From an optimization exercise on the open Yosys and OpenROAD flow, aimed at small area and a short achievable clock period; shortcuts taken in it are not production practice. Where RTL was checked, it was by simulation tests only, not by an equivalence proof against the original. The RTL of runs 2 to 5 was laid out without a check of its function. The flow treats the clock pin as an ideal source, which a real chip does not have. Power figures rest on the tool's default switching activity, not on a simulated workload.

File: flow/flow/run.sh
#!/bin/bash
# Standard ORFS layout with these changes:
#  - input ports are buffered with buf_1, output ports with buf_2 (after global
#    placement, flow/outbuf.tcl), instead of the default delay buffer
#  - the ABC area recipe (ABC_AREA=1) is replaced by flow/abc_area.script;
#    this only changes the mapping of combinational logic, the registers are
#    those of the standard synthesis
set -e
rm -rf scripts_abc
cp -r "$FLOW_HOME/scripts" scripts_abc
cp flow/abc_area.script scripts_abc/abc_area.script
bash standard.sh SCRIPTS_DIR="$PWD/scripts_abc" \
    BUFFER_PORTS_ARGS="-inputs -buffer_cell sky130_fd_sc_hd__buf_1" \
    POST_GLOBAL_PLACE_TCL="$PWD/flow/outbuf.tcl" PRE_CTS_TCL="$PWD/flow/recover.tcl" finish > standard.log 2>&1
File: flow/flow/abc_area.script
strash
dch
map -B 0.5
topo
stime -c
buffer -c
upsize -c
dnsize -c
File: flow/flow/outbuf.tcl
# outputs get buf_2 port buffers; the inputs got buf_1 ones before global placement
buffer_ports -outputs -buffer_cell sky130_fd_sc_hd__buf_2
estimate_parasitics -placement
File: flow/flow/recover.tcl
# before clock tree synthesis: size down gates off the critical paths; the
# repair_timing that follows CTS (with SETUP_SLACK_MARGIN) sizes up again
# whatever then misses the margin
estimate_parasitics -placement
repair_timing -recover_power 100
File: flow/standard.sh
#!/bin/bash
# synth_recipe.tcl (not shown) runs the flow's synth.tcl, then flattens the netlist and writes it again
# the make line also repeats each setting of config.mk as NAME=value (left out here)
make -C /OpenROAD-flow-scripts/flow DESIGN_CONFIG=/design/flow/config.mk WORK_HOME=/design/flow/orfs CLKGATE_MAP_FILE= SYNTH_SCRIPT=/design/flow/synth_recipe.tcl "${@:-finish}"
File: flow/config.mk
export PLATFORM = sky130hd
export DESIGN_NAME = rvExecSlice
export DESIGN_NICKNAME = rvExecSlice
export VERILOG_FILES = /design/flow/design.v
export SDC_FILE = /design/flow/constraint.sdc
export NUM_CORES = 4
export LEC_CHECK = 0
export ABC_AREA = 1
export CAP_MARGIN = 20
export CORE_MARGIN = 2
export CORE_UTILIZATION = 40
export CTS_BUF_LIST = sky130_fd_sc_hd__clkbuf_16
export CTS_CLUSTER_DIAMETER = 80
export CTS_CLUSTER_SIZE = 24
export SETUP_SLACK_MARGIN = 2.8
export SLEW_MARGIN = 20
File: flow/constraint.sdc
create_clock -name core_clock -period 5.0 [get_ports {clk}]
set_input_delay 1.0000 -clock core_clock [delete_from_list [all_inputs] [get_ports {clk}]]
set_output_delay 1.0000 -clock core_clock [all_outputs]
set_load 0.01 [all_outputs]
File: flow/design.v
`timescale 1ns/1ps
module rvExecSlice (
    input  logic        clk,
    input  logic        rstN,
    input  logic        instValid,
    input  logic [31:0] instWord,
    input  logic [31:0] pc,
    input  logic [31:0] rs1Data,
    input  logic [31:0] rs2Data,
    output logic        resValid,
    output logic [4:0]  resRd,
    output logic        resRegWrite,
    output logic [31:0] resWbValue,
    output logic        resMemRead,
    output logic        resMemWrite,
    output logic [31:0] resMemAddr,
    output logic [1:0]  resMemSize,
    output logic        resBranchTaken,
    output logic [31:0] resNextPc,
    output logic        resHalt
);
    function automatic logic [31:0] rev32(input logic [31:0] v);
        for (int i = 0; i < 32; i++) rev32[i] = v[31-i];
    endfunction
    logic [6:0] opc0;
    logic [2:0] f30;
    logic       alt0;
    logic       isOp0, isOpI0, isLoad0, isStore0, isBr0, isJal0, isJalr0, isLui0, isAuipc0;
    logic       isAlu0, sub0, sll0;
    logic [31:0] immI0, immS0, immJ0, immU0, bSel0;
    logic [3:0] cls0;
    assign opc0     = instWord[6:0];
    assign f30      = instWord[14:12];
    assign alt0     = (instWord[31:25] == 7'h20);
    assign isOp0    = (opc0 == 7'b0110011);
    assign isOpI0   = (opc0 == 7'b0010011);
    assign isLoad0  = (opc0 == 7'b0000011);
    assign isStore0 = (opc0 == 7'b0100011);
    assign isBr0    = (opc0 == 7'b1100011);
    assign isJal0   = (opc0 == 7'b1101111);
    assign isJalr0  = (opc0 == 7'b1100111);
    assign isLui0   = (opc0 == 7'b0110111);
    assign isAuipc0 = (opc0 == 7'b0010111);
    assign isAlu0   = isOp0 | isOpI0;
    assign sub0 = isBr0 | (isAlu0 & f30[2:1] == 2'b01) | (isOp0 & f30 == 3'b000 & alt0);
    assign sll0 = isAlu0 & (f30 == 3'b001);
    assign immI0 = {{20{instWord[31]}}, instWord[31:20]};
    assign immS0 = {{20{instWord[31]}}, instWord[31:25], instWord[11:7]};
    assign immJ0 = {{12{instWord[31]}}, instWord[19:12], instWord[20], instWord[30:21], 1'b0};
    assign immU0 = {instWord[31:12], 12'b0};
    assign bSel0 = ({32{isOpI0 | isLoad0 | isJalr0}} & immI0) |
                   ({32{isStore0}} & immS0) |
                   ({32{isJal0}} & immJ0) |
                   ({32{isAuipc0}} & immU0) |
                   ({32{!(isOpI0 | isLoad0 | isJalr0 | isStore0 | isJal0 | isAuipc0)}} & rs2Data);
    always_comb begin
        if      (isOp0)    cls0 = 4'd1;
        else if (isOpI0)   cls0 = 4'd2;
        else if (isLoad0)  cls0 = 4'd3;
        else if (isStore0) cls0 = 4'd4;
        else if (isBr0)    cls0 = 4'd5;
        else if (isJal0)   cls0 = 4'd6;
        else if (isJalr0)  cls0 = 4'd7;
        else if (isLui0)   cls0 = 4'd8;
        else if (isAuipc0) cls0 = 4'd9;
        else               cls0 = 4'd0;
    end
    logic        v1;
    logic [31:0] a1, b1;
    logic        sub1;
    logic [3:0]  cls1;
    logic [31:7] iw1;
    logic [31:2] pc1;
    logic [4:0]  sa1;
    always_ff @(posedge clk or negedge rstN)
        if (!rstN) v1 <= 1'b0;
        else       v1 <= instValid;
    always_ff @(posedge clk) begin
        a1   <= (isJal0 | isAuipc0) ? {pc[31:2], 2'b00} : sll0 ? rev32(rs1Data) : rs1Data;
        b1   <= bSel0 ^ {32{sub0}};
        sub1 <= sub0;
        sa1  <= bSel0[4:0];    
        cls1 <= cls0;
        iw1  <= instWord[31:7];
        pc1  <= pc[31:2];
    end
    logic [2:0]  f31;
    logic        alt1;
    logic        isOp1, isOpI1, isLoad1, isStore1, isBr1, isJal1, isJalr1, isLui1, isAuipc1, isAlu1;
    logic [33:0] sumC1;
    logic [31:0] sum1, x1, sh1, tgt1;
    logic        cout1, eq1, lt1, ltu1, cmp1;
    logic        fill1;
    assign f31      = iw1[14:12];
    assign alt1     = (iw1[31:25] == 7'h20);
    assign isOp1    = (cls1 == 4'd1);
    assign isOpI1   = (cls1 == 4'd2);
    assign isLoad1  = (cls1 == 4'd3);
    assign isStore1 = (cls1 == 4'd4);
    assign isBr1    = (cls1 == 4'd5);
    assign isJal1   = (cls1 == 4'd6);
    assign isJalr1  = (cls1 == 4'd7);
    assign isLui1   = (cls1 == 4'd8);
    assign isAuipc1 = (cls1 == 4'd9);
    assign isAlu1   = isOp1 | isOpI1;
    assign sumC1 = {1'b0, a1, 1'b1} + {1'b0, b1, sub1};  
    assign sum1  = sumC1[32:1];
    assign cout1 = sumC1[33];
    assign x1    = a1 ^ b1;
    assign eq1   = &x1;                                   
    assign ltu1  = ~cout1;
    assign lt1   = (a1[31] == b1[31]) ? a1[31] : sum1[31];
    assign cmp1  = (isBr1 ? f31[1] : f31[0]) ? ltu1 : lt1;
    assign fill1 = f31[2] & alt1 & a1[31];
    assign sh1   = 32'($signed({fill1, a1}) >>> {sa1[4:3], 3'b000});
    assign tgt1  = {pc1, 2'b00} + {{20{iw1[31]}}, iw1[7], iw1[30:25], iw1[11:8], 1'b0};
    logic selSum1, selTgt1, selSh1, selG1, selP1, slt1;
    assign selTgt1 = isBr1;
    assign selSum1 = !(isAlu1 | isBr1) | (isAlu1 & f31 == 3'b000);
    assign selSh1  = isAlu1 & (f31[1:0] == 2'b01);
    assign slt1    = isAlu1 & (f31[2:1] == 2'b01);
    assign selG1   = isAlu1 & (f31[2:1] == 2'b11);
    assign selP1   = isAlu1 & f31[2] & ~f31[0];
    logic [31:0] alu1;
    assign alu1 = ({32{selSum1}} & sum1) |
                  ({32{selTgt1}} & tgt1) |
                  ({32{selSh1}}  & sh1) |
                  ({32{selP1}}   & x1) |
                  ({32{selG1}}   & (a1 & b1));
    logic        illegal1, regWr1;
    always_comb begin
        illegal1 = 1'b0;
        regWr1   = 1'b1;
        if (isOp1)
            illegal1 = (iw1[31:25] != 7'h00) && !(alt1 && (f31 == 3'b000 || f31 == 3'b101));
        else if (isOpI1)
            illegal1 = (f31 == 3'b001 || f31 == 3'b101) && (iw1[31:25] != 7'h00) &&
                       !(f31 == 3'b101 && alt1);
        else if (isLoad1)
            illegal1 = (f31 == 3'b011 || f31[2:1] == 2'b11);
        else if (isStore1) begin
            regWr1   = 1'b0;
            illegal1 = (f31[2] || f31[1:0] == 2'b11);
        end else if (isBr1) begin
            regWr1   = 1'b0;
            illegal1 = (f31[2:1] == 2'b01);
        end else if (!(isJal1 | isJalr1 | isLui1 | isAuipc1)) begin
            regWr1   = 1'b0;
            illegal1 = 1'b1;
        end
    end
    logic        v2;
    logic [31:0] a2;
    logic [31:2] pc42;
    logic [31:12] hi2;
    logic [4:0]  rd2;
    logic [2:0]  sh2;
    logic        fill2, sll2;
    logic        eq2, cmp2, slt2, isJ2, isJalr2, isBr2, isLui2;
    logic        memRd2, memWr2, illegal2, regWr2;
    always_ff @(posedge clk or negedge rstN)
        if (!rstN) v2 <= 1'b0;
        else       v2 <= v1;
    always_ff @(posedge clk) begin
        a2       <= alu1;
        pc42     <= pc1 + 30'd1;
        hi2      <= iw1[31:12];
        rd2      <= iw1[11:7];
        sh2      <= selSh1 ? sa1[2:0] : 3'd0;
        fill2    <= fill1;
        sll2     <= selSh1 & ~f31[2];
        eq2      <= eq1;
        cmp2     <= cmp1;
        slt2     <= slt1;
        isJ2     <= isJal1 | isJalr1;
        isJalr2  <= isJalr1;
        isBr2    <= isBr1;
        isLui2   <= isLui1;
        memRd2   <= isLoad1;
        memWr2   <= isStore1;
        illegal2 <= illegal1;
        regWr2   <= regWr1;
    end
    logic [31:0] aS2, aR2, aF2, jt2, pc4F2, npc2, wb2;
    logic        taken2, cond2, sizeHalt2, pcHalt2, halt2;
    logic [2:0]  f32;
    logic [1:0]  size2;
    assign f32 = hi2[14:12];
    assign size2 = !(memRd2 | memWr2)                        ? 2'd0 :
                   (f32[1:0] == 2'b01 && (memRd2 || !f32[2])) ? 2'd1 :
                   (f32 == 3'b010)                            ? 2'd2 : 2'd0;
    always_comb begin
        case (f32)
            3'b000:  cond2 = eq2;
            3'b001:  cond2 = ~eq2;
            3'b100, 3'b110: cond2 = cmp2;
            3'b101, 3'b111: cond2 = ~cmp2;
            default: cond2 = 1'b0;
        endcase
    end
    assign aS2    = 32'($signed({fill2, a2}) >>> sh2);
    assign aR2    = sll2 ? rev32(aS2) : aS2;
    assign aF2    = {aR2[31:1], aR2[0] | (slt2 & cmp2)};
    assign taken2 = isJ2 | (isBr2 & cond2);
    assign jt2    = {a2[31:1], a2[0] & ~isJalr2};      
    assign pc4F2  = {pc42, 2'b00};
    assign npc2   = taken2 ? jt2 : pc4F2;
    assign sizeHalt2 = (memRd2 || memWr2) &&
                       ((size2 == 2'd1 && a2[0]) || (size2 == 2'd2 && a2[1:0] != 2'b00));  
    assign pcHalt2   = taken2 && (jt2[1:0] != 2'b00);
    assign halt2     = illegal2 || sizeHalt2 || pcHalt2;
    always_comb begin
        if (memRd2)      wb2 = 32'b0;           
        else if (isJ2)   wb2 = pc4F2;           
        else if (isLui2) wb2 = {hi2, 12'b0};
        else             wb2 = aF2;
    end
    logic v3;
    always_ff @(posedge clk or negedge rstN)
        if (!rstN) v3 <= 1'b0;
        else       v3 <= v2;
    always_ff @(posedge clk) begin
        resRd          <= rd2;
        resRegWrite    <= regWr2 && !halt2;
        resWbValue     <= wb2;
        resMemRead     <= memRd2;
        resMemWrite    <= memWr2;
        resMemAddr     <= aF2;
        resMemSize     <= size2;
        resBranchTaken <= taken2;
        resNextPc      <= npc2;
        resHalt        <= halt2;
    end
    assign resValid = v3;
endmodule
==> results of run 1 <==
## final cells by class
class | count | area, sq um
clock buffer | 22 | 551
multi-input combinational | 1892 | 10700
timing repair inverter | 6 | 45.0
fill | 4488 | 22300
timing repair buffer | 307 | 1590
tap | 592 | 741
antenna | 3 | 7.51
sequential | 343 | 6950
inverter | 250 | 987
clock inverter | 14 | 158
## worst min path at each step
stage	endpoint	slack, ns
final	v2	0.23
after global routing	v2	0.23
after CTS	v3	0.22
after detailed placement	hi2[19]	0.31
after global placement	hi2[22]	0.31
after floorplan	hi2[15]	0.31
## power by group
part	internal [mW]	total, mW	switching [mW]
logic	0.629	1.92	1.29
clock network	0.858	1.91	1.05
registers	3.06	3.29	0.233
## through the flow
| stage | total power [mW] | instances | setup WS (ns) | hold slack (ns) |
|---|---|---|---|---|
| after floorplan | 4.26 | 2575 | 2.81 | 0.310 |
| after global placement | 4.92 | 3210 | 1.51 | 0.313 |
| after detailed placement | 5.05 | 3319 | 1.49 | 0.312 |
| after CTS | 6.94 | 3375 | 2.69 | 0.220 |
| after global routing | 7.46 | 3426 | 2.70 | 0.228 |
| final | 7.13 | 3429 | 2.76 | 0.233 |
## cells in the final DEF, fill, tap and decap left out, types with 50 or more instances in the layout
master,n
a21oi_1,131
o21ai_0,222
nor2_1,157
o21ai_1,67
clkbuf_1,134
nand3_1,135
dfxtp_1,295
inv_1,234
buf_1,101
buf_4,50
nand2_1,692
## registers in the layout, indices dropped and copies added (netlist names), 2 cells and up
| signal | cells |
|---|---|
| pc1 | 30 |
| sa1 | 5 |
| rd2 | 5 |
| a2 | 32 |
| hi2 | 20 |
| cls1 | 4 |
| a1 | 32 |
| iw1 | 25 |
| resNextPc | 32 |
| resWbValue | 32 |
| resMemAddr | 32 |
| resRd | 5 |
| resMemSize | 2 |
| b1 | 32 |
| sh2 | 3 |
| pc42 | 30 |
## timing repair
item / in CTS / in global routing
gates cloned: 6 / 11
resized for setup: 157 / 295
hold endpoints to repair: 0 / 0
pin swaps: 9 / 49
hold buffers: 0 / 0
endpoints found under the setup margin: 217 / 129
setup buffers: 14 / 40
## kinds of logic after synthesis
group           share of synthesized area, %
fa+ha+maj                               4.60
mux                                    0.226
simple gates                            28.5
flops                                   38.8
xor+xnor                                1.73
buf+inv                                 8.14
compound gates                          18.0
## per-layer routing
layer | vias up | routed length, um | global-route usage (%)
met3 | 137 | 5180 | 3.18
met1 | 8605 | 32700 | 42.1
li1 | 9039 | - | -
met5 | - | 0 | 0
met2 | 804 | 35600 | 52.4
met4 | 0 | 4050 | 13.4
## worst register-to-register path, cell delays in order, from the launching register on
cell and delay [ns]:
dfxtp_4 0.40, clkbuf_16 0.20, ha_4 0.33, nand2_1 0.16
nor4_4 0.38, nand3_2 0.16, nand3_1 0.10, nand2_1 0.05
nand3_1 0.10, nand3_1 0.19
==> run_results.csv, run 1 <==
group,metric,value,unit
timing,finClkSkew,0.0254,ns
timing,worst_pin_slew,0.864,ns
floorplanning,core,44000,sq um
synthesis,yosysMostFrequentCell,"nand2_1",
timing,setup_tns,0,ns
worst_setup_path,startpoint,"iw1[31]",
synthesis,ys_seq_area_share,38.8,%
worst_setup_path,r2r_end,"a2[28]",
synthesis,synthTopCellsByCount,"736 x nand2_1, 340 x dfxtp_1, 263 x o21ai_0",
route,routedWlPerCell,22.6,um
floorplanning,io_pins,240,
synthesis,syn_inst,2575,
worst_setup_path,endpoint_kind,"flip-flop",
job,cap_violations,0,
route,route.detailed.drc,0,
cells_and_area,drive_gt1_share,15.0,%
clock_network,cts_num_sinks,343,
synthesis,synth-seq-cells,343,
synthesis,syn_area_per_cell,6.89,sq um
timing,fin_crit,2.24,ns
synthesis,synthesis.nets,2770,
global_routing,antenna_found_initial,4,
route,initialDrtViolationCount,1681,
global_routing,grt-ovfl-total,0,
timing,rsz0062_at_grt,"yes",
timing,finalMaxSlewViolations,0,
route,vias,18585,
cells_and_area,final_area,21800,sq um
worst_setup_path,r2r_slack,2.76,ns
place,placedInstanceArea,19100,sq um
global_routing,track_usage,31.7,%
floorplanning,initial_utilization,40.3,%
timing,timing.final.hold_violations,0,
run_status,status,"no timing/DRC/antenna violations",
route,dr.pass1.iters,6,
worst_setup_path,cp.required,5.40,ns
floorplanning,die_h,215,um
worst_setup_path,worstSetupEndpoint,"a2[28]",
synthesis,yosysTopAreaCell,"dfxtp_1",
synthesis,synthDistinctLibCells,58,
cells_and_area,nNetsFinal,3017,
worst_setup_path,cp_common_cell,"nand3_1",
synthesis,yosysWarningCount,1,
clock_network,cts.reportedPaths.clkPinSlew,0.09,ns
power_and_ir_drop,vdd_drop_max,258,uV
cells_and_area,final_util,49.4,%
worst_setup_path,cp_num_buf_inv,1,
worst_setup_path,critical_path.cell_chain,"clkbuf_16, ha_4, nand2_1, nor4_4, nand3_2, nand3_1, nand2_1, nand3_1, nand3_1",
timing,fmax,447,MHz
synthesis,synth_top_area_share,38.4,%
worst_setup_path,r2r_cells,9,
worst_setup_path,rr_startpoint,"iw1[31]",
power_and_ir_drop,pwr_density_cell,328,nW/um^2
synthesis,synth-edff-count,0,
worst_setup_path,critPathTopFamily,"simple AND/OR/NAND/NOR gates",
route,viasPerCell,5.42,
worst_setup_path,cp-start-kind,"flip-flop",
route,wl,77.5,mm
cells_and_area,area_growth,22.7,%
synthesis,synth.cell_area,17700,sq um
power_and_ir_drop,leakage,9.50,nW
synthesis,synth_top_flop_cell,"dfxtp_1",
min_path,hp-class,"input port to asynchronous set/reset pin",
global_routing,grt_pass1_vias,16956,
global_routing,grt_max_degree,62,
worst_setup_path,worstPathMaxFanout,6,
floorplanning,die-area,46000,sq um
place,dp_hpwl,61.5,mm
global_routing,grt_first_pass_wirelength,108,mm
worst_setup_path,critical_path_arrival,2.64,ns
floorplanning,rows,77,
clock_network,tritoncts,"built",
timing,period_share,44.8,%
timing,slew_headroom,41.8,%
timing,finalSetupViolations,0,
floorplanning,chipWidth,215,um
worst_setup_path,critical-path-max-stage-delay,0.40,ns
worst_setup_path,critical_path_depth,9,
worst_setup_path,critPathKind,"flip-flop to flip-flop",
synthesis,ys_top_cells_by_area,"dfxtp_1 38%, nand2_1 16%, o21ai_0 7.4%",
worst_setup_path,crit_path_top_delay_cell,"dfxtp_4",
route,drtAntennaViolNets,0,
clock_network,worstSkewPairLatency,0.58,ns
clock_network,cts-buffers-inserted,22,
place,io_buffers,237,
synthesis,async_reset_ff_share,0.875,%
==> run 2: changes to the inputs <==
--- a/flow/design.v
+++ b/flow/design.v
@@ -55,2 +55,6 @@
                    ({32{!(isOpI0 | isLoad0 | isJalr0 | isStore0 | isJal0 | isAuipc0)}} & rs2Data);
+    logic [31:2] pc40;
+    logic [11:0] bOff0;
+    assign pc40  = pc[31:2] + 30'd1;
+    assign bOff0 = {instWord[31], instWord[31], instWord[7], instWord[30:25], instWord[11:9]} - 12'd1;
     always_comb begin
@@ -72,3 +76,3 @@
     logic [31:7] iw1;
-    logic [31:2] pc1;
+    logic [31:2] pc41;
     logic [4:0]  sa1;
@@ -83,4 +87,4 @@
         cls1 <= cls0;
-        iw1  <= instWord[31:7];
-        pc1  <= pc[31:2];
+        iw1  <= isBr0 ? {instWord[31], bOff0, instWord[18:7]} : instWord[31:7];
+        pc41 <= pc40;
     end
@@ -115,3 +119,3 @@
     assign sh1   = 32'($signed({fill1, a1}) >>> {sa1[4:3], 3'b000});
-    assign tgt1  = {pc1, 2'b00} + {{20{iw1[31]}}, iw1[7], iw1[30:25], iw1[11:8], 1'b0};
+    assign tgt1  = {pc41 + {{18{iw1[30]}}, iw1[30:19]}, iw1[8], 1'b0};
     logic selSum1, selTgt1, selSh1, selG1, selP1, slt1;
@@ -165,3 +169,3 @@
         a2       <= alu1;
-        pc42     <= pc1 + 30'd1;
+        pc42     <= pc41;
         hi2      <= iw1[31:12];
--- a/flow/flow/run.sh
+++ b/flow/flow/run.sh
@@ -13,2 +13,2 @@
     BUFFER_PORTS_ARGS="-inputs -buffer_cell sky130_fd_sc_hd__buf_1" \
-    POST_GLOBAL_PLACE_TCL="$PWD/flow/outbuf.tcl" PRE_CTS_TCL="$PWD/flow/recover.tcl" finish > standard.log 2>&1
+    POST_GLOBAL_PLACE_TCL="$PWD/flow/outbuf.tcl" finish > standard.log 2>&1
removed: flow/flow/recover.tcl
==> run 2 against run 1 <==
Highest routed layer is now met5. Largest cell class unchanged. Cell area shrank 2.1%. Largest power group unchanged. Sequential power is essentially flat. Still clean. Register-to-register slack lost 0.05 ns. Combinational power grew 9.9%. Sequential share of layout area grew 0.61 points. Power grew 3.4%. Clock skew shrank 0.0069 ns. Setup slack lost 0.054 ns.
==> run_results.csv, run 2 <==
group,metric,value,unit
run_status,status,"no timing/DRC/antenna violations",
global_routing,grt_pass1_vias,17021,
timing,period_share,45.8,%
global_routing,grt-ovfl-total,0,
clock_network,tritoncts,"built",
worst_setup_path,cp-start-kind,"flip-flop",
timing,rsz0062_at_grt,"yes",
route,viasPerCell,5.57,
cells_and_area,nFillCells,4580,
timing,fmax,436,MHz
timing,slew_headroom,38.6,%
clock_network,ctsHoldBuffers,0,
synthesis,synthTopCellsByCount,"677 x nand2_1, 340 x dfxtp_1, 238 x inv_1",
worst_setup_path,r2r_cells,11,
cells_and_area,final_cell_mix,"652 x nand2_1, 309 x dfxtp_1, 233 x inv_1",
cells_and_area,final_util,48.3,%
worst_setup_path,endpoint_kind,"flip-flop",
floorplanning,die-area,46200,sq um
worst_setup_path,critPathKind,"flip-flop to flip-flop",
global_routing,antenna_found_initial,4,
synthesis,async_reset_ff_share,0.875,%
synthesis,synth_top_area_share,38.2,%
timing,finalMaxSlewViolations,0,
route,wl,77.5,mm
route,initialDrtViolationCount,1695,
job,cap_violations,0,
clock_network,cts_buffer_depth,3,
floorplanning,chipWidth,215,um
synthesis,synth-edff-count,0,
worst_setup_path,r2r_slack,2.71,ns
worst_setup_path,critical_path_arrival,2.72,ns
timing,finClkSkew,0.0185,ns
synthesis,syn_area_per_cell,7.01,sq um
cells_and_area,area_growth,19.6,%
clock_network,cts.reportedPaths.clkPinSlew,0.10,ns
synthesis,synthDistinctLibCells,60,
worst_setup_path,rr_startpoint,"a1[13]",
place,place_ws,1.83,ns
worst_setup_path,cp.required,5.43,ns
route,drtAntennaViolNets,0,
cells_and_area,layout_commonest_cell,"nand2_1",
power_and_ir_drop,vdd_drop_max,333,uV
global_routing,grt_max_degree,59,
route,route.detailed.drc,0,
floorplanning,core,44100,sq um
synthesis,ys_top_cells_by_area,"dfxtp_1 38%, nand2_1 14%, o21ai_0 6.5%",
clock_network,worstSkewPairLatency,0.57,ns
cells_and_area,drive_gt1_share,15.8,%
route,routedWlPerCell,23.0,um
synthesis,synth-seq-cells,343,
floorplanning,die_h,215,um
worst_setup_path,worstPathMaxFanout,6,
timing,timing.final.hold_violations,0,
power_and_ir_drop,pwr_density_cell,346,nW/um^2
power_and_ir_drop,leakage,9.62,nW
floorplanning,rows,77,
route,dr.pass1.iters,6,
route,vias,18769,
synthesis,synthesis.nets,2737,
timing,worst_pin_slew,0.920,ns
global_routing,track_usage,31.8,%
synthesis,synth_top_flop_cell,"dfxtp_1",
place,io_buffers,237,
synthesis,yosysTopAreaCell,"dfxtp_1",
worst_setup_path,cp_common_cell,"nand2_1",
timing,worst_slack,2.71,ns
worst_setup_path,critical_path.cell_chain,"ha_2, nand2_1, nor2_2, and2_1, nand2_1, nand2_4, nand2_1, nand3_1, nand2_1, nand2_1, nand3_2",
floorplanning,io_pins,240,
place,dp_hpwl,62.0,mm
min_path,hp-class,"input port to asynchronous set/reset pin",
timing,fin_crit,2.29,ns
clock_network,cts_num_sinks,343,
synthesis,yosysMostFrequentCell,"nand2_1",
clock_network,cts-buffers-inserted,22,
global_routing,grt_first_pass_wirelength,109,mm
timing,finalSetupViolations,0,
timing,setup_tns,0,ns
synthesis,synth.cell_area,17800,sq um
worst_setup_path,r2r_end,"a2[31]",
cells_and_area,nNetsFinal,2960,
worst_setup_path,critical-path-max-stage-delay,0.42,ns
synthesis,ys_seq_area_share,38.6,%
worst_setup_path,crit_path_top_delay_cell,"ha_2",
clock_network,cts_root_buffer,"clkbuf_16",
synthesis,yosysWarningCount,1,
clock_network,htreeDepth,1,
synthesis,syn_inst,2541,
floorplanning,initial_utilization,40.4,%
## run 2: cell types whose count changed in the layout (fill, tap and decap cells not counted), moves of 17 or more
cell	change
o21ai_0	-27
clkbuf_1	-134
nand2_1	-40
buf_2	+110
a21oi_1	+17
o22ai_1	+19
buf_1	+22
nor2_1	-17
a31oi_1	-18
nand2_2	-19
## run 2: worst max path at each step
stage,startpoint,cells after the start,endpoint
2_1_floorplan,pc[2],10,pc41[26]
3_3_place_gp,instWord[6],9,a1[4]
3_5_place_dp,instWord[6],9,a1[14]
4_1_cts,iw1[30],11,a2[29]
5_1_grt,a1[19],10,a2[31]
6_report,a1[13],11,a2[31]
## run 2: timing repair
action                     4_1_cts  5_1_grt
resized for setup              133      152
pin swaps                        6       14
gates cloned                     6        5
setup buffers                   23       13
setup endpoints to repair      190      109
## run 2: critical path, delay by kind of cell (launching register included)
family	cells	cell delay [ns]
AND/OR/NAND/NOR	10	1.35
adder cells (fa/ha/maj)	1	0.42
flip-flops	1	0.38
## run 2: through the flow
step	hold WS [ns]	cell area (sq um)	cells	power, mW
finish	0.216	21300	3369	7.37
global placement	0.310	18700	3176	5.13
CTS	0.209	20600	3349	7.29
floorplan	0.310	17800	2541	4.41
global route	0.222	21300	3367	7.71
detailed placement	0.312	19200	3285	5.28
## run 2: logic make-up (layout without fill, tap and decap cells)
kind of cell,Yosys count,count (layout),share of synthesized area [%]
other,0,2,0
AND/OR/NAND/NOR,1130,1132,27.3
multiplexers,4,4,0.225
flip-flops,343,343,38.6
buffers and inverters,350,581,8.04
XOR/XNOR,37,37,1.82
AO/OA/AOI/OAI,612,613,19.4
adder cells (fa/ha/maj),65,65,4.65
## run 2: report_power, final
part / switching [mW] / internal [mW] / total [mW] / leakage (nW)
registers: 0.228 / 3.09 / 3.32 / 2.90
clock network: 1.04 / 0.908 / 1.95 / 0.360
logic: 1.40 / 0.704 / 2.11 / 6.37
total: 2.67 / 4.70 / 7.37 / 9.62
## run 2: cell type report
class | count | area [sq um] | share of cell area [%]
repair inverters | 5 | 35.0 | 0.164
multi-input cells | 1851 | 10300 | 48.4
repair buffers | 292 | 1570 | 7.35
flip-flops and latches | 343 | 6940 | 32.6
inverters | 249 | 972 | 4.56
well taps | 592 | 741 | 3.48
diodes | 2 | 5.00 | 0.0235
clock inverters | 13 | 189 | 0.887
clock buffers | 22 | 551 | 2.58
## run 2: metal layers
layer | wire (um) | part of all wire, % | GRT usage, %
met1 | 33300 | 43 | 42.6
met2 | 34600 | 45 | 52.2
met3 | 6170 | 8.0 | 4.97
met4 | 3430 | 4.4 | 10.9
met5 | 51 | 0.066 | 0
==> run 3: changes to the inputs <==
--- a/flow/design.v
+++ b/flow/design.v
@@ -77,3 +77,2 @@
     logic [31:2] pc41;
-    logic [4:0]  sa1;
     always_ff @(posedge clk or negedge rstN)
@@ -85,3 +84,2 @@
         sub1 <= sub0;
-        sa1  <= bSel0[4:0];    
         cls1 <= cls0;
@@ -118,3 +116,3 @@
     assign fill1 = f31[2] & alt1 & a1[31];
-    assign sh1   = 32'($signed({fill1, a1}) >>> {sa1[4:3], 3'b000});
+    assign sh1   = 32'($signed({fill1, a1}) >>> {b1[4:3], 3'b000});
     assign tgt1  = {pc41 + {{18{iw1[30]}}, iw1[30:19]}, iw1[8], 1'b0};
@@ -172,3 +170,3 @@
         rd2      <= iw1[11:7];
-        sh2      <= selSh1 ? sa1[2:0] : 3'd0;
+        sh2      <= selSh1 ? b1[2:0] : 3'd0;
         fill2    <= fill1;
==> run 3 against run 2 <==
Still clean. Global-route usage down 1.5 points. Flip-flop and latch count down 5. Die area down 0.99%. Critical path type unchanged. Critical endpoint is now a2[13]. Largest power group unchanged.
==> run_results.csv, run 3 <==
group,metric,value,unit
clock_network,tritoncts,"built",
route,vias,18234,
timing,setup_tns,0,ns
worst_setup_path,r2r_slack,2.76,ns
floorplanning,core,43300,sq um
clock_network,worstSkewPairLatency,0.57,ns
clock_network,cts_buffer_depth,3,
synthesis,ys_seq_area_share,38.5,%
run_status,status,"no timing/DRC/antenna violations",
synthesis,synthTopCellsByCount,"643 x nand2_1, 335 x dfxtp_1, 229 x o21ai_0",
synthesis,yosysTopAreaCell,"dfxtp_1",
timing,worst_pin_slew,0.922,ns
route,drtAntennaViolNets,0,
synthesis,synth_top_area_share,38.0,%
synthesis,synthDistinctLibCells,60,
timing,rsz0062_at_grt,"yes",
timing,finalMaxSlewViolations,0,
job,cap_violations,0,
timing,slew_headroom,38.5,%
synthesis,syn_area_per_cell,7.13,sq um
clock_network,cts.reportedPaths.clkPinSlew,0.10,ns
clock_network,ctsHoldBuffers,0,
synthesis,async_reset_ff_share,0.888,%
timing,fin_crit,2.24,ns
min_path,hp-class,"input port to asynchronous set/reset pin",
timing,period_share,44.9,%
worst_setup_path,rr_startpoint,"a1[12]",
timing,timing.final.hold_violations,0,
synthesis,yosysWarningCount,1,
place,placed_cells,3216,
global_routing,track_usage,30.3,%
clock_network,htreeDepth,1,
worst_setup_path,crit_path_top_delay_cell,"dfxtp_2",
worst_setup_path,critPathTopFamily,"simple AND/OR/NAND/NOR gates",
timing,finClkSkew,0.0253,ns
worst_setup_path,endpoint_kind,"flip-flop",
worst_setup_path,critical_path_arrival,2.63,ns
cells_and_area,area_growth,21.1,%
worst_setup_path,cp-start-kind,"flip-flop",
synthesis,synthesis.nets,2670,
power_and_ir_drop,vdd_drop_max,267,uV
global_routing,grt_max_degree,56,
global_routing,grt_first_pass_wirelength,104,mm
timing,finalSetupViolations,0,
worst_setup_path,critical_path.cell_chain,"ha_2, nand2_1, o21ai_1, a21oi_2, o21ai_4, or2_2, nand3_1, nand4_1",
synthesis,synth-seq-cells,338,
synthesis,yosysMostFrequentCell,"nand2_1",
route,wl,74.1,mm
timing,fmax,446,MHz
floorplanning,die-area,45800,sq um
route,initialDrtViolationCount,1764,
global_routing,antenna_found_initial,1,
worst_setup_path,critPathKind,"flip-flop to flip-flop",
cells_and_area,final_cell_mix,"613 x nand2_1, 301 x dfxtp_1, 213 x inv_1",
floorplanning,chipWidth,214,um
floorplanning,die_h,214,um
power_and_ir_drop,pwr_density_cell,330,nW/um^2
worst_setup_path,worstPathMaxFanout,5,
synthesis,ys_top_cells_by_area,"dfxtp_1 38%, nand2_1 14%, o21ai_0 6.5%",
worst_setup_path,critical-path-max-stage-delay,0.44,ns
route,route.detailed.drc,0,
worst_setup_path,r2r_end,"a2[13]",
clock_network,cts_root_buffer,"clkbuf_16",
route,viasPerCell,5.52,
floorplanning,io_pins,240,
route,dr.pass1.iters,6,
clock_network,cts_num_sinks,338,
cells_and_area,drive_gt1_share,18.6,%
worst_setup_path,cp_num_buf_inv,0,
cells_and_area,layout_commonest_cell,"nand2_1",
floorplanning,initial_utilization,40.8,%
floorplanning,rows,76,
clock_network,cts-buffers-inserted,21,
global_routing,grt_pass1_vias,16743,
place,io_buffers,237,
synthesis,synth-edff-count,0,
power_and_ir_drop,leakage,9.59,nW
synthesis,syn_inst,2474,
global_routing,grt-ovfl-total,0,
synthesis,synth.cell_area,17600,sq um
worst_setup_path,cp.required,5.39,ns
worst_setup_path,r2r_cells,8,
route,routedWlPerCell,22.4,um
synthesis,synth_top_flop_cell,"dfxtp_1",
cells_and_area,nNetsFinal,2903,
cells_and_area,fin_cells,3306,
place,dp_hpwl,59.1,mm
## run 3: logic make-up after synthesis
| family | Yosys count | synth area share (%) |
|---|---|---|
| muxes | 4 | 0.227 |
| adders and majority gates | 65 | 4.70 |
| xor gates and xnor gates | 68 | 3.38 |
| DFF | 338 | 38.5 |
| and+or+nand+nor | 1107 | 27.8 |
| buffers and inverters | 325 | 7.82 |
| AOI/OAI and AO/OA | 567 | 17.6 |
## run 3: through the flow
stage                     util [%]  worst slack, ns  power, mW  area, sq um  hold slack [ns]
final                         49.4             2.76       7.05        21400            0.222
after global routing          49.3             2.62       7.35        21300            0.218
after CTS                     46.7             2.67       6.88        20200            0.208
after detailed placement      43.9             1.74       5.06        19000            0.316
after global placement        42.7             1.78       4.91        18500            0.313
after floorplan                  -             2.77       4.26        17700            0.310
## run 3: worst register-to-register path: stages (launching register included)
cell,delay (ns)
dfxtp_2,0.44
ha_2,0.35
nand2_1,0.20
o21ai_1,0.17
a21oi_2,0.19
o21ai_4,0.11
or2_2,0.28
nand3_1,0.15
nand4_1,0.18
## run 3: per-layer routing
layer  track usage [%]  part of all wire, %
met1              38.6                   40
met2              49.9                   45
met3              4.12                  7.7
met4              16.2                  6.3
met5                 0                    0
## run 3: area by class of cell
type	count	area [sq um]
fill	4335	21900
antenna	6	15.0
inverter	233	940
sequential	338	6840
clock buffer	21	526
clock inverter	10	136
tap	585	732
multi-input combinational	1815	10500
timing repair buffer	293	1610
timing repair inverter	5	33.8
## run 3: power breakdown
group          internal (mW)  switching, mW  leakage (nW)  total (mW)
combinational          0.673           1.31          6.41        1.99
clock                  0.811           1.01         0.325        1.82
sequential              3.03          0.221          2.85        3.25
total                   4.51           2.54          9.59        7.05
## run 3: timing repair
action	4_1_cts	5_1_grt
setup endpoints to repair	173	140
pin swaps	15	36
setup buffers	13	29
gates resized for setup	114	235
gates cloned	6	5
## run 3: how the worst max path moves through the flow
stage / from / endpoint / slack, ns / depth (start not counted)
floorplan: pc[2] / pc41[30] / 2.77 / 7
global placement: instWord[6] / a1[14] / 1.78 / 8
detailed placement: instWord[6] / a1[16] / 1.74 / 8
CTS: a1[10] / a2[13] / 2.67 / 8
global route: iw1[30] / a2[30] / 2.62 / 11
finish: a1[12] / a2[13] / 2.76 / 8
==> run 4: changes to the inputs <==
--- a/flow/design.v
+++ b/flow/design.v
@@ -55,6 +55,2 @@
                    ({32{!(isOpI0 | isLoad0 | isJalr0 | isStore0 | isJal0 | isAuipc0)}} & rs2Data);
-    logic [31:2] pc40;
-    logic [11:0] bOff0;
-    assign pc40  = pc[31:2] + 30'd1;
-    assign bOff0 = {instWord[31], instWord[31], instWord[7], instWord[30:25], instWord[11:9]} - 12'd1;
     always_comb begin
@@ -76,3 +72,4 @@
     logic [31:7] iw1;
-    logic [31:2] pc41;
+    logic [31:2] pc1;
+    logic [4:0]  sa1;
     always_ff @(posedge clk or negedge rstN)
@@ -84,5 +81,6 @@
         sub1 <= sub0;
+        sa1  <= bSel0[4:0];    
         cls1 <= cls0;
-        iw1  <= isBr0 ? {instWord[31], bOff0, instWord[18:7]} : instWord[31:7];
-        pc41 <= pc40;
+        iw1  <= instWord[31:7];
+        pc1  <= pc[31:2];
     end
@@ -116,4 +114,4 @@
     assign fill1 = f31[2] & alt1 & a1[31];
-    assign sh1   = 32'($signed({fill1, a1}) >>> {b1[4:3], 3'b000});
-    assign tgt1  = {pc41 + {{18{iw1[30]}}, iw1[30:19]}, iw1[8], 1'b0};
+    assign sh1   = 32'($signed({fill1, a1}) >>> {sa1[4:3], 3'b000});
+    assign tgt1  = {pc1, 2'b00} + {{20{iw1[31]}}, iw1[7], iw1[30:25], iw1[11:8], 1'b0};
     logic selSum1, selTgt1, selSh1, selG1, selP1, slt1;
@@ -167,6 +165,6 @@
         a2       <= alu1;
-        pc42     <= pc41;
+        pc42     <= {pc1[31:3] + {28'b0, pc1[2]}, ~pc1[2]};    
         hi2      <= iw1[31:12];
         rd2      <= iw1[11:7];
-        sh2      <= selSh1 ? b1[2:0] : 3'd0;
+        sh2      <= selSh1 ? sa1[2:0] : 3'd0;
         fill2    <= fill1;
--- a/flow/flow/run.sh
+++ b/flow/flow/run.sh
@@ -4,5 +4,7 @@
 #    placement, flow/outbuf.tcl), instead of the default delay buffer
-#  - the ABC area recipe (ABC_AREA=1) is replaced by flow/abc_area.script;
-#    this only changes the mapping of combinational logic, the registers are
-#    those of the standard synthesis
+#  - the ABC area recipe (ABC_AREA=1) is replaced by flow/abc_area.script
+#  - adders get flow/lcu_mixed.v as their carry network (Kogge-Stone for the
+#    wide ones, Brent-Kung for the narrow ones) instead of ORFS's Kogge-Stone
+#  The last two only change the mapping of combinational logic; the registers
+#  are those of the standard synthesis.
 set -e
@@ -12,2 +14,3 @@
 bash standard.sh SCRIPTS_DIR="$PWD/scripts_abc" \
+    "SYNTH_OPERATIONS_ARGS=-extra-map $PWD/flow/lcu_mixed.v" \
     BUFFER_PORTS_ARGS="-inputs -buffer_cell sky130_fd_sc_hd__buf_1" \
==> flow/flow/lcu_mixed.v (new file) <==
// Carry network for Yosys $lcu cells, picked by width: Kogge-Stone (as ORFS
// maps it) for the wide adders on the critical paths, Brent-Kung (Yosys's
// default, about half the cells) for the 29-bit and narrower ones
(* techmap_celltype = "$lcu" *)
module _80_lcu_mixed (P, G, CI, CO);
	parameter WIDTH = 2;

	(* force_downto *)
	input [WIDTH-1:0] P, G;
	input CI;

	(* force_downto *)
	output [WIDTH-1:0] CO;

	integer i, j;
	(* force_downto *)
	reg [WIDTH-1:0] p, g;

	wire [1023:0] _TECHMAP_DO_ = "proc; opt -fast";

	always @* begin
		p = P;
		g = G;

		// in almost all cases CI will be constant zero
		g[0] = g[0] | (p[0] & CI);

		if (WIDTH > 29) begin
			// Kogge-Stone
			for (i = 0; i < $clog2(WIDTH); i = i + 1) begin
				for (j = WIDTH - 1; j >= 2**i; j = j - 1) begin
					g[j] = g[j] | p[j] & g[j - 2**i];
					p[j] = p[j] & p[j - 2**i];
				end
			end
		end else begin
			// Brent-Kung: main tree
			for (i = 1; i <= $clog2(WIDTH); i = i + 1) begin
				for (j = 2**i - 1; j < WIDTH; j = j + 2**i) begin
					g[j] = g[j] | p[j] & g[j - 2**(i-1)];
					p[j] = p[j] & p[j - 2**(i-1)];
				end
			end
			// inverse tree
			for (i = $clog2(WIDTH); i > 0; i = i - 1) begin
				for (j = 2**i + 2**(i-1) - 1; j < WIDTH; j = j + 2**i) begin
					g[j] = g[j] | p[j] & g[j - 2**(i-1)];
					p[j] = p[j] & p[j - 2**(i-1)];
				end
			end
		end
	end

	assign CO = g;
endmodule
==> run 4 against run 3 <==
Largest power group unchanged. Fmax down 1.6%. Largest cell class unchanged. Setup slack worse by 0.036 ns. Area after synthesis decreased by 0.59%. Clock skew down 0.0051 ns. Flip-flop and latch count grew 5. Clock power up 5%. Critical path depth grew 3. Die area decreased by 0.58%. Power rose by 1.5%. Cell count up 2.1%. Critical endpoint is now a2[6]. Count of clock-buffer cells in the layout increased by 1.
==> run_results.csv, run 4 <==
group,metric,value,unit
run_status,status,"no timing/DRC/antenna violations",
synthesis,ys_seq_area_share,39.3,%
route,viasPerCell,5.54,
floorplanning,initial_utilization,40.6,%
worst_setup_path,worstPathMaxFanout,4,
floorplanning,core,43200,sq um
power_and_ir_drop,leakage,9.86,nW
clock_network,cts_buffer_depth,3,
floorplanning,io_pins,240,
floorplanning,die_h,213,um
cells_and_area,final_cell_mix,"702 x nand2_1, 295 x dfxtp_1, 219 x inv_1",
worst_setup_path,cp.required,5.35,ns
synthesis,synthDistinctLibCells,59,
timing,timing.final.hold_violations,0,
global_routing,grt_pass1_vias,16553,
worst_setup_path,endpoint_kind,"flip-flop",
global_routing,grt-ovfl-total,0,
synthesis,synth-seq-cells,343,
synthesis,syn_area_per_cell,6.97,sq um
clock_network,cts-buffers-inserted,22,
min_path,hp-class,"input port to asynchronous set/reset pin",
timing,finClkSkew,0.0202,ns
timing,finalMaxSlewViolations,0,
route,initialDrtViolationCount,1580,
floorplanning,rows,76,
place,dp_hpwl,61.0,mm
worst_setup_path,critical_path_arrival,2.63,ns
place,placedInstanceArea,18900,sq um
timing,setup_tns,0,ns
synthesis,synth.cell_area,17500,sq um
worst_setup_path,critPathKind,"flip-flop to flip-flop",
timing,fmax,439,MHz
clock_network,cts_num_sinks,343,
timing,rsz0062_at_grt,"yes",
synthesis,syn_inst,2516,
cells_and_area,drive_gt1_share,18.8,%
route,route.detailed.drc,0,
power_and_ir_drop,clkPwrFrac,26.7,%
global_routing,track_usage,32.9,%
power_and_ir_drop,sw_frac_of_total,35.8,%
global_routing,grt_util_met3,5.40,%
synthesis,yosysTopAreaCell,"dfxtp_1",
cells_and_area,final_area,21800,sq um
power_and_ir_drop,internal_power,4.60,mW
synthesis,synthesis.nets,2725,
synthesis,synth_top_area_share,38.8,%
global_routing,grt_first_pass_wirelength,108,mm
route,dr.pass1.iters,6,
route,wl,78.4,mm
worst_setup_path,cp-start-kind,"flip-flop",
global_routing,grtUsageMet1,43.4,%
floorplanning,die-area,45500,sq um
clock_network,tritoncts,"built",
global_routing,grt_max_degree,68,
cells_and_area,nFillCells,4406,
synthesis,async_reset_ff_share,0.875,%
power_and_ir_drop,pwr_density_cell,329,nW/um^2
global_routing,gr-usage-met2,51.8,%
global_routing,grt_busiest_layer,"met2",
clock_network,cts.reportedPaths.clkPinSlew,0.09,ns
timing,worst_pin_slew,0.861,ns
cells_and_area,area_growth,24.1,%
route,routedWlPerCell,23.2,um
worst_setup_path,r2r_cells,11,
clock_network,worstSkewPairLatency,0.57,ns
job,cap_violations,0,
synthesis,yosysMostFrequentCell,"nand2_1",
clock_network,htreeDepth,1,
power_and_ir_drop,switchingPower,2.56,mW
synthesis,yosysWarningCount,1,
floorplanning,chipWidth,213,um
synthesis,synth_top_flop_cell,"dfxtp_1",
power_and_ir_drop,power.share.sequential,46.0,%
timing,fin_crit,2.28,ns
synthesis,synth-edff-count,0,
timing,period_share,45.6,%
power_and_ir_drop,power_frac_comb,27.4,%
power_and_ir_drop,vdd_drop_max,297,uV
global_routing,antenna_found_initial,4,
route,vias,18705,
synthesis,synthTopCellsByCount,"736 x nand2_1, 340 x dfxtp_1, 230 x inv_1",
timing,slew_headroom,42.5,%
cells_and_area,nNetsFinal,2985,
place,io_buffers,237,
clock_network,ctsHoldBuffers,0,
cells_and_area,layout_commonest_cell,"nand2_1",
route,drtAntennaViolNets,0,
synthesis,ys_top_cells_by_area,"dfxtp_1 39%, nand2_1 16%, a21oi_1 6.1%",
clock_network,cts_root_buffer,"clkbuf_16",
timing,finalSetupViolations,0,
==> run 4: cell count changes after synthesis, moves of 9 or more <==
| cell | before | now |
|---|---|---|
| a21oi_1 | 172 | 212 |
| xor2_1 | 57 | 18 |
| o21ai_1 | 52 | 63 |
| o211ai_1 | 14 | 23 |
| ha_1 | 63 | 76 |
| o21ai_0 | 229 | 195 |
| nand3_2 | 14 | 2 |
| a22oi_1 | 20 | 5 |
| xnor2_1 | 11 | 1 |
| o22ai_1 | 26 | 8 |
| nand4_1 | 27 | 42 |
| nand2_1 | 643 | 736 |
| nor2_1 | 149 | 135 |
==> run 4: power by group through the flow <==
stage	sequential [mW]	clock [mW]	combinational, mW
2_1_floorplan	3.31	0	0.938
3_3_place_gp	3.45	0	1.44
3_5_place_dp	3.34	0	1.69
4_1_cts	3.27	1.95	1.75
5_1_grt	3.31	2.05	2.14
6_report	3.29	1.91	1.96
==> run 4: worst max-delay path, stage by stage, from the launching register on <==
cell       delay (ns)
dfxtp_4          0.43
buf_4            0.15
ha_4             0.13
inv_1            0.05
fa_2             0.33
inv_2            0.08
nand3_2          0.07
nand2_2          0.12
buf_4            0.12
a21oi_1          0.05
o21ai_0          0.16
o2111ai_1        0.36
==> run 4: what timing repair did <==
item | in CTS | in global routing
pin swaps | 20 | 32
endpoints found under the setup margin | 193 | 137
cloned | 6 | 6
setup buffers | 30 | 40
resized for setup | 124 | 254
==> run 4: cells by family after synthesis <==
logic type / share of synthesized area, %
xor gates and xnor gates: 0.949
DFF: 39.3
adders and majority gates: 5.65
buffers and inverters: 7.94
and+or+nand+nor: 28.3
AOI/OAI and AO/OA: 17.6
muxes: 0.228
==> run 4: final timing paths <==
path / startpoint / slack, ns / to
setup reg to reg: pc1[2] / 2.72 / a2[6]
max in group asynchronous: rstN / 4.65 / v2
hold reg to reg: iw1[17] / 0.33 / hi2[17]
hold / removal: rstN / 0.21 / v3
min in group core_clock: iw1[17] / 0.33 / hi2[17]
setup / recovery: pc1[2] / 2.72 / a2[6]
==> run 4: layer usage <==
layer | part of all wire [%] | routed length, um
met1 | 42 | 33000
met2 | 45 | 35200
met4 | 5.7 | 4470
met3 | 7.3 | 5730
met5 | 0 | 0
==> run 4: stage by stage <==
stage | utilization [%] | cells | setup WS [ns] | hold slack (ns) | power (mW)
after floorplan | - | 2516 | 2.80 | 0.310 | 4.25
after global placement | 42.6 | 3146 | 1.76 | 0.313 | 4.90
after detailed placement | 43.8 | 3255 | 1.68 | 0.312 | 5.03
after CTS | 47.0 | 3327 | 2.69 | 0.191 | 6.98
after global routing | 50.4 | 3373 | 2.61 | 0.200 | 7.50
final | 50.4 | 3374 | 2.72 | 0.208 | 7.16
==> run 4: area by class of cell <==
type	count	area, sq um	share of cell area, %
clock inverter	14	169	0.776
antenna	1	2.50	0.0115
clock buffer	22	551	2.53
timing repair inverter	7	45.0	0.207
timing repair buffer	323	1870	8.57
tap	585	732	3.36
multi-input combinational	1839	10500	48.2
inverter	240	952	4.38
sequential	343	6960	32.0
==> run 5: changes to the inputs <==
--- a/flow/design.v
+++ b/flow/design.v
@@ -73,3 +73,2 @@
     logic [31:2] pc1;
-    logic [4:0]  sa1;
     always_ff @(posedge clk or negedge rstN)
@@ -81,3 +80,2 @@
         sub1 <= sub0;
-        sa1  <= bSel0[4:0];    
         cls1 <= cls0;
@@ -114,3 +112,3 @@
     assign fill1 = f31[2] & alt1 & a1[31];
-    assign sh1   = 32'($signed({fill1, a1}) >>> {sa1[4:3], 3'b000});
+    assign sh1   = 32'($signed({fill1, a1}) >>> {b1[4:3], 3'b000});
     assign tgt1  = {pc1, 2'b00} + {{20{iw1[31]}}, iw1[7], iw1[30:25], iw1[11:8], 1'b0};
@@ -168,3 +166,3 @@
         rd2      <= iw1[11:7];
-        sh2      <= selSh1 ? sa1[2:0] : 3'd0;
+        sh2      <= selSh1 ? b1[2:0] : 3'd0;
         fill2    <= fill1;
==> run 5 against run 4 <==
Combinational power about the same. Critical path depth down 2. Clock power up 18%. Sequential share of layout area about the same. Hold slack about the same. Critical path type unchanged. Highest routed layer is now met5.
==> run_results.csv, run 5 <==
group,metric,value,unit
worst_setup_path,worstSetupEndpoint,"a2[29]",
worst_setup_path,worstPathMaxFanout,8,
power_and_ir_drop,clkPwrFrac,30.2,%
route,dr.pass1.iters,8,
worst_setup_path,critical_path.cell_chain,"ha_2, nand2_1, inv_1, a21oi_2, o21ai_0, a21oi_1, nand3_1, nand3_2, nand3_1",
worst_setup_path,critical_path_arrival,2.76,ns
floorplanning,io_pins,240,
worst_setup_path,cp-start-kind,"flip-flop",
floorplanning,core,42900,sq um
worst_setup_path,startpoint,"a1[15]",
worst_setup_path,r2r_cells,9,
power_and_ir_drop,power.share.sequential,43.3,%
synthesis,synthesis.nets,2697,
global_routing,grt_pass1_vias,16934,
route,vias,18434,
global_routing,grt-ovfl-total,0,
timing,slew_headroom,34.7,%
clock_network,cts_root_buffer,"clkbuf_16",
clock_network,worstSkewPairLatency,0.60,ns
synthesis,synthDistinctLibCells,60,
power_and_ir_drop,internal_power,4.79,mW
route,initialDrtViolationCount,1788,
synthesis,synth.cell_area,17300,sq um
worst_setup_path,r2r_slack,2.66,ns
min_path,hp-class,"input port to asynchronous set/reset pin",
timing,timing.final.hold_violations,0,
timing,finalMaxSlewViolations,0,
clock_network,cts_buffer_depth,3,
global_routing,antenna_found_initial,7,
cells_and_area,drive_gt1_share,18.6,%
power_and_ir_drop,power_frac_comb,26.5,%
worst_setup_path,endpoint_kind,"flip-flop",
clock_network,ctsHoldBuffers,0,
place,dp_hpwl,61.1,mm
clock_network,htreeDepth,1,
synthesis,yosysTopAreaCell,"dfxtp_1",
synthesis,syn_inst,2488,
synthesis,ys_seq_area_share,39.2,%
floorplanning,chipWidth,212,um
power_and_ir_drop,switchingPower,2.66,mW
worst_setup_path,critPathKind,"flip-flop to flip-flop",
timing,setup_tns,0,ns
synthesis,async_reset_ff_share,0.888,%
worst_setup_path,r2r_end,"a2[29]",
floorplanning,die-area,45000,sq um
power_and_ir_drop,pwr_density_cell,349,nW/um^2
place,place_ws,1.84,ns
cells_and_area,antennaDiodeCount,0,
synthesis,synth_top_flop_cell,"dfxtp_1",
timing,finClkSkew,0.0338,ns
timing,worst_slack,2.66,ns
clock_network,tritoncts,"built",
timing,period_share,46.8,%
cells_and_area,final_util,49.8,%
place,io_buffers,237,
place,placedInstanceArea,18800,sq um
clock_network,cts.reportedPaths.clkPinSlew,0.09,ns
worst_setup_path,cp.required,5.42,ns
power_and_ir_drop,sw_frac_of_total,35.8,%
floorplanning,initial_utilization,40.4,%
clock_network,cts-buffers-inserted,24,
cells_and_area,nNetsFinal,2930,
timing,rsz0062_at_grt,"yes",
timing,worst_pin_slew,0.978,ns
synthesis,yosysWarningCount,1,
worst_setup_path,critical-path-max-stage-delay,0.42,ns
global_routing,track_usage,33.0,%
synthesis,ys_top_cells_by_area,"dfxtp_1 39%, nand2_1 16%, a21oi_1 6.1%",
route,wl,76.9,mm
cells_and_area,area_growth,23.3,%
synthesis,synth-seq-cells,338,
timing,fmax,428,MHz
synthesis,synth-edff-count,0,
global_routing,grt_first_pass_wirelength,108,mm
power_and_ir_drop,leakage,9.72,nW
route,viasPerCell,5.55,
synthesis,synthTopCellsByCount,"739 x nand2_1, 335 x dfxtp_1, 218 x inv_1",
power_and_ir_drop,vdd_drop_max,238,uV
route,drtAntennaViolNets,0,
route,route.detailed.drc,0,
floorplanning,die_h,212,um
cells_and_area,final_area,21300,sq um
synthesis,syn_area_per_cell,6.96,sq um
floorplanning,rows,76,
worst_setup_path,crit_path_top_delay_cell,"dfxtp_2",
worst_setup_path,rr_startpoint,"a1[15]",
timing,fin_crit,2.34,ns
synthesis,synth_top_area_share,38.7,%
global_routing,grt_max_degree,56,
cells_and_area,layout_commonest_cell,"nand2_1",
timing,finalSetupViolations,0,
route,routedWlPerCell,23.2,um
worst_setup_path,cp_common_cell,"nand3_1",
synthesis,yosysMostFrequentCell,"nand2_1",
cells_and_area,final_cell_mix,"692 x nand2_1, 301 x dfxtp_1, 213 x inv_1",
job,cap_violations,0,
clock_network,cts_num_sinks,338,
run_status,status,"no timing/DRC/antenna violations",
-- run 5: cell count changes in the layout (fill, tap and decap cells not counted), moves of 10 or more --
cell,previous run,this run
o21ai_1,82,60
nand3_1,146,120
o21ai_2,11,21
nand2_1,702,692
ha_1,26,38
nand3_2,24,36
ha_4,31,17
buf_4,65,46
nand2_2,34,47
-- run 5: worst min-delay path by stage --
stage	endpoint	from	slack, ns	depth (start not counted)
global route	v2	rstN	0.19	1
global placement	hi2[20]	iw1[20]	0.31	0
finish	v2	rstN	0.21	1
CTS	v2	rstN	0.20	1
floorplan	hi2[15]	iw1[15]	0.31	0
detailed placement	hi2[16]	iw1[16]	0.31	0
-- run 5: repair_timing --
action                                 4_1_cts  5_1_grt
endpoints found under the hold margin        0        0
pin swaps                                   14       36
setup endpoints to repair                  185      105
buffers inserted                            16       30
gates resized for setup                    163      168
gates cloned                                 2        4
-- run 5: metal layers --
| metal | global-route usage, % | share of wire (%) |
|---|---|---|
| met1 | 42.1 | 41 |
| met2 | 55.4 | 46 |
| met3 | 4.84 | 7.3 |
| met5 | 0 | 0.026 |
| met4 | 14.1 | 5.2 |
-- run 5: cell type report --
class	count	area, sq um
Sequential cell	338	6840
Clock inverter	19	318
Tap cell	585	732
Timing Repair Buffer	297	1620
Clock buffer	24	601
Inverter	234	938
Timing Repair inverter	2	10.0
Fill cell	4327	21500
Multi-Input combinational cell	1824	10300
-- run 5: kinds of logic (layout without fill, tap and decap cells) --
family,Yosys count,in the layout,share of synthesized area [%]
multiplexers,4,4,0.231
AO/OA/AOI/OAI,565,566,18.2
AND/OR/NAND/NOR,1155,1156,28.1
buffers and inverters,328,576,7.57
flip-flops,338,338,39.2
adder cells (fa/ha/maj),78,78,5.72
XOR/XNOR,20,20,1.01
-- run 5: critical path: cells and delay by family (launching register included) --
kind	cells	cell delay, ns
flops	1	0.42
fa+ha+maj	1	0.35
simple gates	4	0.70
compound gates	3	0.62
buf+inv	1	0.09
-- run 5: power groups by stage --
stage               clock network, mW  logic, mW  registers [mW]
finish                           2.25       1.97            3.23
global route                     2.40       2.14            3.25
CTS                              2.29       1.81            3.22
detailed placement                  0       1.72            3.28
global placement                    0       1.48            3.40
floorplan                           0      0.945            3.27
-- run 5: stage by stage --
stage	hold WS [ns]	power, mW	cells
after floorplan	0.310	4.21	2488
after global placement	0.311	4.87	3119
after detailed placement	0.313	5.01	3228
after CTS	0.196	7.32	3289
after global routing	0.190	7.79	3323
final	0.209	7.45	3323

==> static timing again, ports no longer ideal <==
How much do the figures lean on ideal ports? The routed layouts below were timed once more, with nothing changed but the port constraints.
Step 1 (the two cells are an assumption about what drives the block):
set clk [get_ports {clk}]
set_driving_cell -lib_cell sky130_fd_sc_hd__clkbuf_16 $clk
set_driving_cell -lib_cell sky130_fd_sc_hd__buf_2 [delete_from_list [all_inputs] $clk]
Step 2 adds t to the input delays and takes it off the output delays; t is the mean of the earliest and latest rising clock arrival at the registers after step 1. Input paths then give back, and output paths get back, about the clock's delay inside the block.
Slacks: ideal / step 1 / step 2; pairs: ideal / step 1.
run | t, ns | setup WS [ns] | worst setup path after step 2 | latest minus earliest clock arrival (ns) | worst data-port slew with drivers (ns)
run 1 | 0.620 | 2.762 / 2.762 / 2.279 | input to register | 0.034 / 0.034 | 0.04
run 2 | 0.618 | 2.708 / 2.708 / 2.206 | input to register | 0.022 / 0.022 | 0.06
run 3 | 0.611 | 2.756 / 2.756 / 2.250 | input to register | 0.028 / 0.028 | 0.10
run 4 | 0.623 | 2.720 / 2.720 / 2.328 | input to register | 0.020 / 0.021 | 0.05
run 5 | 0.638 | 2.662 / 2.662 / 2.253 | input to register | 0.034 / 0.034 | 0.05
After both steps every run listed still meets setup and hold. For run 3, which loses most, drivers alone change the setup slack by 0.000 ns; drivers and shift together by -0.506 ns.
